Source: an optimization exercise on an open RTL-to-GDS flow (aim: small area). Production flows keep margins and buffers that such runs may drop.
Only simulation tests tie the RTL to the original design; equivalence was not proved.
Power figures rest on the tool's default switching activity, not on a simulated workload.

Setup of v46:
==> flow/design.v <==
module gshare_btb_predictor #(
   parameter int HIST_LEN     = 5,
   parameter int BTB_IDX_BITS = 5
) (
   input  logic                clk,
   input  logic                reset,
   input  logic [31:0]         fetch_pc,
   input  logic                fetch_advance,
   output logic                pred_taken,
   output logic [31:0]         pred_next_pc,
   output logic [HIST_LEN-1:0] pred_hist,
   input  logic                upd_valid,
   input  logic [31:0]         upd_pc,
   input  logic                upd_is_branch,
   input  logic                upd_is_jump,
   input  logic                upd_taken,
   input  logic [31:0]         upd_target,
   input  logic [HIST_LEN-1:0] upd_hist,
   input  logic                upd_mispredict,
   output logic [31:0]         mispredict_cnt
);
   localparam int N  = 32;
   localparam int DW = 58;             
   logic ph;
   always_ff @(posedge clk) ph <= ~ph;
   logic [DW-1:0] bx  [N];             
   logic [N-1:0]  bv;                  
   logic [1:0]    px  [N];             
   logic [4:0]    ghr;
   logic [N-1:0] f_sel, fp_sel, u_sel, up_sel;
   logic [4:0]   f_pidx, u_pidx;
   assign f_pidx = fetch_pc[6:2] ^ ghr;
   assign u_pidx = upd_pc[6:2] ^ upd_hist;
   always_comb begin
      for (int i = 0; i < N; i++) begin
         f_sel[i]  = (fetch_pc[6:2] == i[4:0]);
         fp_sel[i] = (f_pidx == i[4:0]);
         u_sel[i]  = (upd_pc[6:2] == i[4:0]);
         up_sel[i] = (u_pidx == i[4:0]);
      end
   end
   localparam int RW = DW + 2;
   logic [RW-1:0] f_col [N];
   logic [RW-1:0] f_sl  [N];
   always_comb begin
      for (int i = 0; i < N; i++) begin
         f_col[i] = {px[i][1], bv[i], bx[i]};
         f_sl[i]  = {fp_sel[i], {(DW+1){f_sel[i]}}};
      end
   end
   logic [RW-1:0] f_grp [11];
   for (genvar g = 0; g < 10; g++) begin : g_rd
      for (genvar j = 0; j < RW; j++) begin : g_bit
         gbp_aoi222 u_aoi (
            .a0(f_col[3*g][j]),   .s0(f_sl[3*g][j]),
            .a1(f_col[3*g+1][j]), .s1(f_sl[3*g+1][j]),
            .a2(f_col[3*g+2][j]), .s2(f_sl[3*g+2][j]),
            .y (f_grp[g][j]));
      end
   end
   assign f_grp[10] = ~((f_col[30] & f_sl[30]) | (f_col[31] & f_sl[31]));
   logic [DW-1:0] f_rx, f_rd;
   logic          f_v, f_pbx, f_pb;
   always_comb begin
      logic [RW-1:0] acc;
      acc = '1;
      for (int g = 0; g < 11; g++) acc = acc & f_grp[g];
      {f_pbx, f_v, f_rx} = ~acc;
   end
   assign f_rd = f_rx ^ {DW{ph}};
   assign f_pb = f_pbx ^ ph;
   logic        f_hit, f_jump;
   logic [31:0] f_tgt;
   assign f_jump = f_rd[57];
   assign f_tgt  = f_rd[56:25];
   assign f_hit  = f_v && (f_rx[24:0] == (fetch_pc[31:7] ^ {25{ph}}));
   assign pred_taken = f_hit && (f_jump || f_pb);
   logic [31:0] pc4;
   logic [31:2] pc_c;
   always_comb begin
      pc_c[2] = 1'b1;
      for (int i = 3; i < 32; i++) pc_c[i] = &(fetch_pc[31:2] | ~({30{1'b1}} >> (32 - i)));
      pc4 = {fetch_pc[31:2] ^ pc_c[31:2], fetch_pc[1:0]};
   end
   assign pred_next_pc = pred_taken ? f_tgt : pc4;
   assign pred_hist    = ghr;
   logic          u_btb_wr, u_pht_wr;
   logic [DW-1:0] b_wd;
   assign u_btb_wr = upd_valid && (upd_is_jump || (upd_is_branch && upd_taken));
   assign u_pht_wr = upd_valid && upd_is_branch;
   assign b_wd     = u_btb_wr ? ({upd_is_jump, upd_target, upd_pc[31:7]} ^ {DW{ph}})
                              : {DW{1'b1}};
   for (genvar i = 0; i < N; i++) begin : g_btb
      logic a, b;
      assign a = u_btb_wr & u_sel[i];
      assign b = ~u_sel[i];
      logic [DW-1:0] nx;
      for (genvar j = 0; j < DW; j++) begin : g_bit
         gbp_o22ai u_c (.x(bx[i][j]), .a(a), .b(b), .d(b_wd[j]), .y(nx[j]));
      end
      always_ff @(posedge clk) begin
         bx[i] <= nx;
         bv[i] <= ~reset & (bv[i] | a);
      end
   end
   logic [1:0] u_cx, u_c, u_n, p_wd;
   always_comb begin
      u_cx = '0;
      for (int i = 0; i < N; i++) u_cx = u_cx | (px[i] & {2{up_sel[i]}});
   end
   assign u_c = u_cx ^ {2{ph}};
   always_comb begin
      u_n = u_c;
      if (upd_taken && u_c != 2'b11) u_n = u_c + 2'b01;
      else if (!upd_taken && u_c != 2'b00) u_n = u_c - 2'b01;
   end
   assign p_wd = reset    ? (2'b01 ^ {2{ph}}) :
                 u_pht_wr ? (u_n ^ {2{ph}}) : 2'b11;
   for (genvar i = 0; i < N; i++) begin : g_pht
      logic a, b;
      assign a = reset | (u_pht_wr & up_sel[i]);
      assign b = ~reset & ~up_sel[i];
      logic [1:0] nx;
      for (genvar j = 0; j < 2; j++) begin : g_bit
         gbp_o22ai u_c (.x(px[i][j]), .a(a), .b(b), .d(p_wd[j]), .y(nx[j]));
      end
      always_ff @(posedge clk)
         px[i] <= nx;
   end
   logic [4:0] ghr_next;
   always_comb begin
      ghr_next = ghr;
      if (upd_valid && upd_mispredict && upd_is_branch)
         ghr_next = {upd_hist[3:0], upd_taken};
      else if (upd_valid && upd_mispredict && upd_is_jump)
         ghr_next = upd_hist;
      else if (fetch_advance && f_hit && !f_jump)
         ghr_next = {ghr[3:0], pred_taken};
   end
   always_ff @(posedge clk) begin
      if (reset) ghr <= '0;
      else       ghr <= ghr_next;
   end
   logic        c_inc;
   logic [32:0] c_c;
   always_comb begin
      c_c[0] = 1'b1;
      for (int i = 1; i < 33; i++) c_c[i] = c_c[i-1] & mispredict_cnt[i-1];
   end
   assign c_inc = upd_valid && upd_mispredict && !c_c[32];
   always_ff @(posedge clk) begin
      if (reset) mispredict_cnt <= '0;
      else       mispredict_cnt <= mispredict_cnt ^ (c_c[31:0] & {32{c_inc}});
   end
   logic unused_ok;
   assign unused_ok = &{1'b0, fetch_pc[1:0], upd_pc[1:0]};
endmodule
module gbp_aoi222 (
   input  logic a0, s0, a1, s1, a2, s2,
   output logic y
);
   assign y = ~((a0 & s0) | (a1 & s1) | (a2 & s2));
endmodule
module gbp_o22ai (
   input  logic x, a, b, d,
   output logic y
);
   assign y = ~((x | a) & (b | d));
endmodule
export LEC_CHECK = 0
export CAP_MARGIN = 10
export CORE_MARGIN = 2
export CORE_UTILIZATION = 70
export SETUP_SLACK_MARGIN = 0.3
export SLEW_MARGIN = 10
export SYNTH_HIERARCHICAL = 1
create_clock -name core_clock -period 8.0 [get_ports {clk}]
standard.sh (not shown) runs the stock make flow with config.mk's settings and CLKGATE_MAP_FILE= SYNTH_SCRIPT=/design/flow/synth_recipe.tcl, a recipe that flattens the netlist after the stock synthesis.
==> flow/flow/run.sh <==
#!/bin/bash
# Layout flow: the standard synthesis and ORFS steps, with a leaner clock
# tree (no dummy loads) and smaller port buffers. Each step's output goes to a
# log file of its own in the work folder.
set -euo pipefail

# Standard synthesis, unchanged.
bash standard.sh synth > flow_synth.log 2>&1

# Port buffers: one per port as usual, but the smallest buffer cell.
export BUFFER_PORTS_ARGS="-buffer_cell sky130_fd_sc_hd__buf_1"
# Clock tree: ORFS's default call, without dummy loads.
export CTS_ARGS="-sink_clustering_enable -repair_clock_nets -dont_use_dummy_load -sink_clustering_size 25 -sink_clustering_max_diameter 100"

bash standard.sh floorplan > flow_floorplan.log 2>&1
bash standard.sh place > flow_place.log 2>&1
bash standard.sh cts > flow_cts.log 2>&1
bash standard.sh finish > flow_finish.log 2>&1
The final report for v46 shows a completed flow and a layout that fails verification, specifically max-capacitance violations, max-slew violations.
Relative to v46, the following input files were edited for v9:
Settings: CAP_MARGIN changed from 10 to 20; SLEW_MARGIN changed from 10 to 20; CORE_UTILIZATION changed from 70 to 40.
diff --git a/flow/flow/run.sh b/flow/flow/run.sh
--- a/flow/flow/run.sh
+++ b/flow/flow/run.sh
@@ -13 +13 @@
-export CTS_ARGS="-sink_clustering_enable -repair_clock_nets -dont_use_dummy_load -sink_clustering_size 25 -sink_clustering_max_diameter 100"
+export CTS_ARGS="-sink_clustering_enable -repair_clock_nets -dont_use_dummy_load"
==> comparison <==
- v46 -> v9: number of global-route vias before repair decreased slightly
- The sole clean run among v46 and v9 is v9.
- Changes observed in v9 relative to v46: total power divided by cell area went up, top fanout value on the critical path saw a decrease, number of setup buffers added after CTS now smaller, relative area change from synthesis to final layout grew by 7.1 points, number of iterations in the first detailed-routing pass lost 2.
- or4bb_4 as the slowest library cell on the worst path was reported by v46, and nor2_2 by v9.
The following lists how v14 was set up differently from v9:
Settings: CORE_UTILIZATION: 40 -> 60.
diff --git a/flow/flow/run.sh b/flow/flow/run.sh
--- a/flow/flow/run.sh
+++ b/flow/flow/run.sh
@@ -13 +13 @@
-export CTS_ARGS="-sink_clustering_enable -repair_clock_nets -dont_use_dummy_load"
+export CTS_ARGS="-sink_clustering_enable -repair_clock_nets -dont_use_dummy_load -sink_clustering_size 25 -sink_clustering_max_diameter 100"
Findings:
- v9 did not stop at any stage, and its layout met the timing, DRC and antenna checks.
- v14 completed end to end with timing, DRC and antenna clean.
- A capture point of the worst path of pred_next_pc[4] is what v9 shows, while pred_next_pc[14] belongs to v14.
- Vertical die dimension, v14 and v9: smaller value in v14
- Setup slack: v14 worse than v9
- v14 ends up with lower post-synthesis to final-layout area growth than v9 does.
- v14 vs v9, floorplan core area went down by 33%.

* * *

gshare_btb_predictor, a different RTL version from the one above (not shown whole).
For scale: roughly 5900 cells after synthesis, roughly 180 I/O pins, ~66000 um2 of cells after synthesis.
## gshare_btb_predictor
module gshare_btb_predictor #(
   parameter int HIST_LEN     = 5,
   parameter int BTB_IDX_BITS = 5
) (
   input  logic                clk,
   input  logic                reset,
   input  logic [31:0]         fetch_pc,
   input  logic                fetch_advance,
   output logic                pred_taken,
   output logic [31:0]         pred_next_pc,
   output logic [HIST_LEN-1:0] pred_hist,
   input  logic                upd_valid,
   input  logic [31:0]         upd_pc,
   input  logic                upd_is_branch,
   input  logic                upd_is_jump,
   input  logic                upd_taken,
   input  logic [31:0]         upd_target,
   input  logic [HIST_LEN-1:0] upd_hist,
   input  logic                upd_mispredict,
   output logic [31:0]         mispredict_cnt
);
Settings: LEC_CHECK=0, CAP_MARGIN=20, CORE_MARGIN=2, CORE_UTILIZATION=60, PLACE_DENSITY=0.8, SETUP_SLACK_MARGIN=0.3, SLEW_MARGIN=20, SYNTH_HIERARCHICAL=1; clock period 8.0 ns.
==> flow/flow/run.sh <==
#!/bin/bash
# Layout flow: the standard synthesis and ORFS steps, with a leaner clock
# tree (no dummy loads) and smaller port buffers. Each step's output goes to a
# log file of its own in the work folder.
set -euo pipefail

# Standard synthesis, unchanged.
bash standard.sh synth > flow_synth.log 2>&1

# Port buffers: one per port as usual, but the smallest buffer cell.
export BUFFER_PORTS_ARGS="-buffer_cell sky130_fd_sc_hd__buf_1"
# Clock tree: ORFS's default call, without dummy loads.
export CTS_ARGS="-sink_clustering_enable -repair_clock_nets -dont_use_dummy_load -sink_clustering_size 25 -sink_clustering_max_diameter 100"

bash standard.sh floorplan > flow_floorplan.log 2>&1
bash standard.sh place > flow_place.log 2>&1
bash standard.sh cts > flow_cts.log 2>&1
bash standard.sh finish > flow_finish.log 2>&1
The starting point finished with timing, DRC and antenna clean.
Rerun with:
--- a/flow/config.mk
+++ b/flow/config.mk
@@ -9,5 +9,4 @@
 export CORE_MARGIN = 2
 export CORE_UTILIZATION = 60
-export PLACE_DENSITY = 0.8
 export SETUP_SLACK_MARGIN = 0.3
 export SLEW_MARGIN = 20
Outcome: Power barely changes; worst hold slack improves by 3.3 ps; core utilization went down by 0.11 points.

## afterwards: timing with drivers on the ports
The flow's constraints put no driver on any port. The routed layouts listed below were extracted and timed again, unchanged, in two steps.
Step 1 (the two cells are an assumption about what drives the block):
set clk [get_ports {clk}]
set_driving_cell -lib_cell sky130_fd_sc_hd__clkbuf_16 $clk
set_driving_cell -lib_cell sky130_fd_sc_hd__buf_2 [delete_from_list [all_inputs] $clk]
Step 2, shift: input delay + t, output delay - t, t = (earliest + latest rising clock arrival at the registers) / 2. This alone moves slack from input paths to output paths.
Three values: no drivers, after step 1, after step 2; two values: the first two.
run | t (ns) | setup WS [ns] | worst register clock-pin slew, ns | worst data-port slew with drivers (ns) | cell pins on the clock port's net
v46 | 0.773 | 0.202 / 0.179 / 0.179 | 0.10 / 0.10 | 0.12 | 1
v9 | 0.873 | 0.341 / 0.320 / 0.320 | 0.07 / 0.07 | 0.21 | 1
v14 | 0.766 | 0.207 / 0.166 / 0.166 | 0.11 / 0.11 | 0.14 | 1
the first run of note 2 | 0.802 | 0.334 / 0.224 / 0.224 | 0.11 / 0.11 | 0.16 | 1
the second run of note 2 | 0.758 | 0.247 / 0.215 / 0.215 | 0.10 / 0.10 | 0.10 | 1
For the first run of note 2, which loses most, drivers alone change the setup slack by -0.110 ns; drivers and shift together by -0.110 ns.
